This is an optimization exercise on Yosys and OpenROAD, whose aim is small area, a short achievable clock period and few clock cycles per item, not a production implementation. Only simulation tests tie the RTL to the original design; equivalence was not proved.

==> flow/design.v (outline; a module is shown in full before it is edited, if it fits) <==
// module lfpd_front: 77 lines
// module lfpd_back: 330 lines
// module lfpd_istep: 859 lines
// module lfpd_dsum: 487 lines
// module line_follow_pid_drive: 95 lines
module line_follow_pid_drive (
    input  logic                                  aclk,
    input  logic                                  aresetn,
    input  logic                                  cfg_wr_en,
    input  logic [lfpd_pkg::CFG_IDX_W-1:0]        cfg_index,
    input  logic [lfpd_pkg::GAIN_W-1:0]           cfg_wdata,
    input  logic                                  s_valid,
    output logic                                  s_ready,
    input  logic [lfpd_pkg::SENSOR_W-1:0]         s_sensor_bits,
    output logic                                  m_valid,
    input  logic                                  m_ready,
    output logic signed [lfpd_pkg::DUTY_W-1:0]    m_left_duty,
    output logic signed [lfpd_pkg::DUTY_W-1:0]    m_right_duty,
    output logic                                  m_left_reverse,
    output logic                                  m_right_reverse,
    output logic                                  m_line_lost,
    output logic signed [lfpd_pkg::POS_W-1:0]     m_line_position
);
  // ...
==> flow/flow/run.sh <==
#!/bin/bash
# Standard layout with one netlist step added after synthesis: flow/invopt.py
# removes inverters around the full adders of the synthesized netlist (a full
# adder is self-dual, so complementing all of its inputs complements its
# outputs). Registers and every other cell are left as synthesis made them.
set -euo pipefail
R=orfs/results/${FLOW_PLATFORM}/line_follow_pid_drive/base
bash standard.sh synth > synth.log 2>&1
cp "$R/1_2_yosys.v" "$R/1_2_yosys.std.v"
python3 flow/invopt.py "$R/1_2_yosys.std.v" "$R/1_2_yosys.v" > invopt.log 2>&1
rm -f "$R/1_synth.odb" "$R/1_synth.sdc"
bash standard.sh > layout.log 2>&1
==> flow/flow/invopt.py <==
#!/usr/bin/env python3
"""Removes inverters around full adders in a flat sky130 gate netlist.

A full adder is self-dual: FA(~a, ~b, ~c) = (~sum, ~cout). Each FA may be
"flipped" (all inputs and outputs complemented) without changing the
function; inverters are then placed only where a net is needed in the
polarity its driver does not give. Registers and all other cells are kept.
usage: invopt.py IN.v OUT.v
"""
import re, sys
from collections import defaultdict

src = open(sys.argv[1]).read()
m = re.search(r'(module\s+(\w+)\s*\((.*?)\);)(.*?)(endmodule)', src, re.S)
header, top, body = m.group(1), m.group(2), m.group(4)

stmts = [s.strip() for s in body.split(';')]
decls, assigns, cells = [], [], []
cell_re = re.compile(r'^(sky130_fd_sc_hd__\w+)\s+(\S+)\s*\((.*)\)$', re.S)
for s in stmts:
    if not s: continue
    mm = cell_re.match(s)
    if mm:
        pins = [(p, n.strip()) for p, n in re.findall(r'\.(\w+)\(\s*((?:[^()]|\([^()]*\))*?)\s*\)', mm.group(3), re.S)]
        cells.append([mm.group(1), mm.group(2), pins])
    elif s.startswith('assign'):
        assigns.append(s)
    else:
        decls.append(s)

OUTPINS = {'X', 'Y', 'Q', 'Q_N', 'SUM', 'COUT', 'HI', 'LO'}
def is_inv(t): return re.match(r'sky130_fd_sc_hd__(inv|clkinv)_\d+$', t) is not None
def is_fa(t): return re.match(r'sky130_fd_sc_hd__fa_\d+$', t) is not None

fixed = set()
for a in assigns:
    for n in re.findall(r'[\\]?[\w\[\]\.\$]+(?:\s*\[\d+\])?', a[len('assign'):]):
        fixed.add(n.strip())
portnames = set(re.findall(r'(\w+)', m.group(3)))
# net names in decls like "output [3:0] m_line_position" -> port bits are "m_line_position[3]"
def net_is_port(n):
    base = n.split('[')[0].strip()
    return base in portnames

driver = {}
for ci, (t, name, pins) in enumerate(cells):
    for p, n in pins:
        if p in OUTPINS: driver[n] = (ci, p)

# root/parity through inverter chains
def root(n):
    par = 0
    seen = 0
    while n in driver and is_inv(cells[driver[n][0]][0]) and seen < 50:
        ci = driver[n][0]
        n = dict(cells[ci][2])['A']; par ^= 1; seen += 1
    return n, par

inv_cells = [ci for ci, c in enumerate(cells) if is_inv(c[0])]
fa_cells = [ci for ci, c in enumerate(cells) if is_fa(c[0])]
fa_idx = {ci: k for k, ci in enumerate(fa_cells)}

# loads: list of (cell index, pin, root net, parity); plus "fixed" uses of inverter outputs
loads = []
keep_inv = set()
for ci, (t, name, pins) in enumerate(cells):
    if is_inv(t): continue
    for p, n in pins:
        if p in OUTPINS: continue
        r, par = root(n)
        loads.append((ci, p, r, par))
# inverter outputs that are ports or used by assigns must stay as they are
for ci in inv_cells:
    y = dict(cells[ci][2])['Y']
    if y in fixed or net_is_port(y):
        keep_inv.add(ci)
for ci in keep_inv:
    a = dict(cells[ci][2])['A']
    r, par = root(a)
    loads.append((-1 - ci, 'A', r, par))   # a pseudo-load needing r ^ par

flip = [0] * len(fa_cells)
def gflip(net):
    d = driver.get(net)
    if d and is_fa(cells[d[0]][0]): return flip[fa_idx[d[0]]]
    return 0
def lflip(ci):
    if ci >= 0 and is_fa(cells[ci][0]): return flip[fa_idx[ci]]
    return 0

loads_by_net = defaultdict(list)
for k, (ci, p, r, par) in enumerate(loads):
    loads_by_net[r].append(k)
fa_load_nets = defaultdict(set)
for k, (ci, p, r, par) in enumerate(loads):
    if ci >= 0 and is_fa(cells[ci][0]): fa_load_nets[fa_idx[ci]].add(r)
fa_out_nets = defaultdict(set)
for ci in fa_cells:
    for p, n in cells[ci][2]:
        if p in OUTPINS: fa_out_nets[fa_idx[ci]].add(n)

def needs_inv(r):
    g = gflip(r)
    for k in loads_by_net[r]:
        ci, p, _, par = loads[k]
        if par ^ lflip(ci) ^ g: return 1
    return 0
def needs_true(r):
    g = gflip(r)
    for k in loads_by_net[r]:
        ci, p, _, par = loads[k]
        if not (par ^ lflip(ci) ^ g): return 1
    return 0
def cost_nets(nets):
    c = 0
    for r in nets:
        c += needs_inv(r)
        # a flipped FA output that is a port/fixed net needs its true value back
        if gflip(r) and (r in fixed or net_is_port(r)): c += 1
    return c

before = sum(needs_inv(r) for r in loads_by_net)
improved = True; rounds = 0
while improved and rounds < 20:
    improved = False; rounds += 1
    for k in range(len(fa_cells)):
        nets = fa_load_nets[k] | fa_out_nets[k]
        c0 = cost_nets(nets)
        flip[k] ^= 1
        c1 = cost_nets(nets)
        if c1 < c0: improved = True
        else: flip[k] ^= 1

# rewrite
newcells = []
newdecl = []
cnt = [0]
def fresh():
    cnt[0] += 1
    n = f"_invopt_{cnt[0]}_"
    newdecl.append(f"wire {n}")
    return n
# nets driven by flipped FAs that are ports/fixed: FA drives a fresh net, inverter restores
rename_out = {}
for ci in fa_cells:
    if flip[fa_idx[ci]]:
        for p, n in cells[ci][2]:
            if p in OUTPINS and (n in fixed or net_is_port(n)):
                rename_out[n] = fresh()
comp = {}   # root net -> net carrying its complement (w.r.t. the driven wire)
def wire_of(r):
    return rename_out.get(r, r)
def get_comp(r):
    if r not in comp:
        comp[r] = fresh()
        newcells.append(["sky130_fd_sc_hd__inv_1", f"_invopt_c{len(comp)}_", [("A", wire_of(r)), ("Y", comp[r])]])
    return comp[r]
for r in rename_out:
    # the true value of r = complement of the flipped FA's output wire
    newcells.append(["sky130_fd_sc_hd__inv_1", f"_invopt_p{cnt[0]}_{len(newcells)}_", [("A", rename_out[r]), ("Y", r)]])

load_map = {}
for k, (ci, p, r, par) in enumerate(loads):
    load_map[(ci, p)] = (r, par)
out_cells = []
for ci, (t, name, pins) in enumerate(cells):
    if is_inv(t) and ci not in keep_inv: continue
    newpins = []
    for p, n in pins:
        if p in OUTPINS:
            if is_fa(t) and flip[fa_idx[ci]] and n in rename_out:
                newpins.append((p, rename_out[n]))
            else:
                newpins.append((p, n))
        else:
            key = (ci, p) if not (is_inv(t) and ci in keep_inv) else (-1 - ci, 'A')
            r, par = load_map[key]
            need = par ^ lflip(ci if ci in fa_idx or is_fa(t) else -1) ^ gflip(r)
            if is_inv(t) and ci in keep_inv:
                # keep inverter: its input must be the complement of its (true) output
                need = par ^ gflip(r)
                if r in rename_out: need = par  # r itself carries the true value
                newpins.append((p, get_comp(r) if need else (r if r in rename_out else wire_of(r))))
                continue
            if r in rename_out:
                # r (restored true value) available; loads wanting true use r, inverted use FA wire
                need2 = par ^ lflip(ci)
                newpins.append((p, rename_out[r] if need2 else r))
            else:
                newpins.append((p, get_comp(r) if need else r))
    out_cells.append([t, name, newpins])
out_cells += newcells

lines = [header]
for d in decls: lines.append("  " + d + " ;")
for d in newdecl: lines.append("  " + d + " ;")
for t, name, pins in out_cells:
    pl = ",\n".join(f"    .{p}({n} )" for p, n in pins)
    lines.append(f"  {t} {name} (\n{pl}\n  );")
for a in assigns: lines.append("  " + a + " ;")
lines.append("endmodule")
open(sys.argv[2], 'w').write(src[:m.start()] + "\n".join(lines) + "\n" + src[m.end():])
after_inv = sum(1 for c in out_cells if is_inv(c[0]))
print(f"inverters: {len(inv_cells)} -> {after_inv}; flipped {sum(flip)} of {len(fa_cells)} FAs", file=sys.stderr)
==> flow/standard.sh <==
#!/bin/bash
# synth_recipe.tcl (not shown) runs the flow's synth.tcl, then flattens the netlist and writes it again
# the make line also repeats each setting of config.mk as NAME=value (left out here)
make -C /OpenROAD-flow-scripts/flow DESIGN_CONFIG=/design/flow/config.mk WORK_HOME=/design/flow/orfs CLKGATE_MAP_FILE= SYNTH_SCRIPT=/design/flow/synth_recipe.tcl "${@:-finish}"
==> flow/config.mk <==
export PLATFORM = sky130hd
export DESIGN_NAME = line_follow_pid_drive
export DESIGN_NICKNAME = line_follow_pid_drive
export VERILOG_FILES = /design/flow/design.v
export SDC_FILE = /design/flow/constraint.sdc
export NUM_CORES = 4
export LEC_CHECK = 0
export CAP_MARGIN = 20
export CORE_MARGIN = 2
export CORE_UTILIZATION = 55
export SETUP_SLACK_MARGIN = 3
export SLEW_MARGIN = 20
==> flow/constraint.sdc <==
create_clock -name core_clock -period 12.0 [get_ports {aclk}]
set_input_delay 2.4000 -clock core_clock [delete_from_list [all_inputs] [get_ports {aclk}]]
set_output_delay 2.4000 -clock core_clock [all_outputs]
set_load 0.01 [all_outputs]
==> flow_summary.yaml, run 1 <==
status:
  outcome: "timing/DRC/antenna clean"
layout:
  final-instance-count-excl-fill: 3031
  number_of_sequential_storage_elements: 142
  cell_class_ranked_first_by_area: "multi-input combinational cells"
  n_all_inverters: 258
  finish.instance_area_um2: 25180
global_routing:
  global_route_met3_usage_pct: 3.187
  globalRouteTotalUtil_pct: 28.14
worst_setup_path:
  critical_path.most_common_cell: "fa_1"
  crit_type: "reg -> reg"
  critPathRequiredTime_ns: 12.19
logic_synthesis:
  syn_area_um2: 22580
  syn_nets: 3012
sta:
  finalClockSkew_ns: 0.01104
  tightestPinTransition_ns: 1.057
  finalMaxSlewViolations: 0
  grt_setup_unrepaired: "true"
  fin_setup_tns_ns: 0
  worst_slew_margin_rel_pct: 29.24
routing:
  met1_length_um: 24680
clock_network:
  htreeDepth: 4
  post_cts_resized: 50
floorplan:
  num_tap_cells: 532
  design.portCount: 53
place:
  globalplace.congestion: 0.9049
Testbench counts, summed over its fixed seeds: cycles 1,944, items 1,920.
==> run 2, diff against run 1 <==
--- a/flow/config.mk
+++ b/flow/config.mk
@@ -10,3 +10,3 @@
 export CORE_UTILIZATION = 55
-export SETUP_SLACK_MARGIN = 3
+export SETUP_SLACK_MARGIN = 3.5
 export SLEW_MARGIN = 20
==> flow_summary.yaml, run 2 <==
routing:
  vias: 17800
  detailedRoute.firstPassIterationCount: 7
  detail-route-antenna-nets: 0
  drc: 0
  route.detailed.wl_per_inst_um: 19.43
  wirelength_um: 59590
  routed_via_density: 5.804
  dr.first_iter.drc_count: 1243
clock_network:
  tritoncts_buffers: 17
  clk_pin_slew_ns: 0.06
  clk-insertion-delay-late_ns: 0.44
  tritoncts: "built"
  cts.root.buffer_cell: "clkbuf_16"
  cts_sinks: 142
  clk_path_buf_depth: 2
  htreeDepth: 4
global_routing:
  globalRouteTotalUtil_pct: 28.37
  global_route_met3_usage_pct: 4.223
  pin_count_of_the_biggest_net_entering_global_routing: 47
  grt_busiest_layer: "met2"
  globalRouteOverflowTotal: 0
  grt_pass1_wl_um: 94610
  via_count_of_the_first_global_routing_pass: 18070
  antenna_violations_before_repair: 0
  use_met1_pct: 36.13
  grt_util_met2_pct: 50.13
logic_synthesis:
  syn_nets: 3012
  number_of_warnings_reported_in_the_yosys_synthesis_log: 3
  synthesis.area_per_instance_um2: 9.302
  post_synth_inst_count: 2428
  syn_area_um2: 22580
place:
  port_buffers: 52
  globalplace.congestion: 0.9260
  post-dp-hpwl_um: 46650
worst_setup_path:
  critPathRequiredTime_ns: 12.19
  worstPathArrival_ns: 8.80
  startpoint_type: "flip-flop"
  critical_path_peak_fanout: 6
  critical_path.slowest_cell: "fa_1"
  crit_type: "reg -> reg"
  critical_path.max_stage_delay_ns: 0.57
  critPathCaptureType: "flip-flop"
  critical_path.most_common_cell: "fa_1"
floorplan:
  design.portCount: 53
  die_y_um: 206.6
  placement_rows: 74
  core_area_um2: 40650
  initial_core_util_pct: 55.56
  die_width_um: 206.6
  dieArea_um2: 42700
layout:
  final_cell_mix: "ha_1 (272), fa_1 (258), inv_1 (246)"
  post_route_cells_drive_above_1_share_pct: 12.08
  layout.nets: 3105
  syn2layout_area_growth_pct: 14.63
  utilization_pct: 63.69
  largest_reg_flops: 34
  antenna_cells_inserted: 0
  layout_commonest_cell: "ha_1"
sta:
  timing.final.crit_period_ns: 8.613
  final_min_period_over_clock_period_pct: 71.77
  fin_setup_tns_ns: 0
  worst_slew_margin_rel_pct: 29.96
  timing_hold_violations_final: 0
  max_freq_ghz: 0.1161
  setup_viol: 0
  finalMaxSlewViolations: 0
  finalClockSkew_ns: 0.01234
  tightestPinTransition_ns: 1.047
  grt_setup_unrepaired: "true"
min_path:
  kind_of_path_behind_the_tightest_hold_check: "reg -> reg"
status:
  outcome: "timing/DRC/antenna clean"
flow_run:
  timing.max_cap.violations: 0
## run 2: cell types whose count changed in the layout (fill, tap and decap cells not counted), sizes merged, moves of 3 or more
cell,change
buf,+34
clkbuf,+8
clkdlybuf4s50,-7
dlymetal6s2s,+6
inv,-3
## run 2: cell type report
class | count | area, um^2
Fill cell | 3379 | 14760
Sequential cell | 142 | 3695
Timing Repair Buffer | 144 | 1311
Clock buffer | 26 | 541.8
Tap cell | 532 | 665.6
Multi-Input combinational cell | 1958 | 18650
Clock inverter | 6 | 45.04
Inverter | 258 | 977.2
## run 2: worst paths after layout
kind | startpoint | to | cells past startpoint | slack [ns]
hold / removal | u_back.r2_pos[2] | u_back.r3_pos[2] | 0 | 0.42
hold reg to reg | u_back.r2_pos[2] | u_back.r3_pos[2] | 0 | 0.42
setup / recovery | u_back.izero_reg | u_back.integral_reg[11] | 34 | 3.39
setup reg to reg | u_back.izero_reg | u_back.integral_reg[11] | 34 | 3.39
## run 2: per-layer routing
| metal | vias to the layer above | wire length (um) |
|---|---|---|
| met3 | 77 | 2599 |
| met5 | - | 0 |
| met1 | 8802 | 25170 |
| met2 | 431 | 30450 |
| li1 | 8486 | - |
| met4 | 0 | 1366 |
## run 2: per-stage QoR
step	instances	setup WS [ns]	hold WS (ns)	instance area, um^2
after floorplan	2428	3.484	0.4003	22710
after global placement	2952	2.504	0.4048	23700
after detailed placement	2952	2.256	0.4054	23700
after CTS	3030	3.377	0.4197	25170
after global routing	3066	3.102	0.4256	25890
final	3066	3.387	0.4210	25890
## run 2: repair_timing
action	4_1_cts	5_1_grt
hold buffers	0	0
cloned	0	2
resized for setup	101	90
endpoints found under the setup margin	28	37
pin swaps	68	83
buffers inserted	46	34
## run 2: worst max-delay path, delay by kind of cell, from the launching register on
| kind | cells | cell delay (ns) |
|---|---|---|
| AND/OR/NAND/NOR | 4 | 0.62 |
| adder cells (fa/ha/maj) | 10 | 4.23 |
| AO/OA/AOI/OAI | 12 | 2.20 |
| XOR/XNOR | 3 | 0.44 |
| flip-flops | 1 | 0.37 |
| buffers and inverters | 5 | 0.49 |

==> re-timing with driven ports <==
In the flow no input, the clock included, has a driving cell. The finished layouts below were timed again as built, in two steps.
Step 1 (the two cells are an assumption about what drives the block):
set clk [get_ports {aclk}]
set_driving_cell -lib_cell sky130_fd_sc_hd__clkbuf_16 $clk
set_driving_cell -lib_cell sky130_fd_sc_hd__buf_2 [delete_from_list [all_inputs] $clk]
Step 2 adds t to the input delays and takes it off the output delays; t is the mean of the earliest and latest rising clock arrival at the registers after step 1. Input paths then give back, and output paths get back, about the clock's delay inside the block.
Slacks: ideal ports / drivers / drivers and shift; pairs: ideal ports / drivers.
run	shift t [ns]	setup slack, ns	hold slack, ns	worst data-port slew with drivers (ns)	cell pins on the clock port's net
run 1	0.480	3.306 / 3.306 / 3.054	0.419 / 0.419 / 0.419	0.04	1
run 2	0.488	3.387 / 3.387 / 3.387	0.421 / 0.421 / 0.421	0.03	1
After both steps every run listed still meets setup and hold. The setup slack of run 1, which loses most, moves by 0.000 ns with the drivers and by -0.252 ns with both steps.
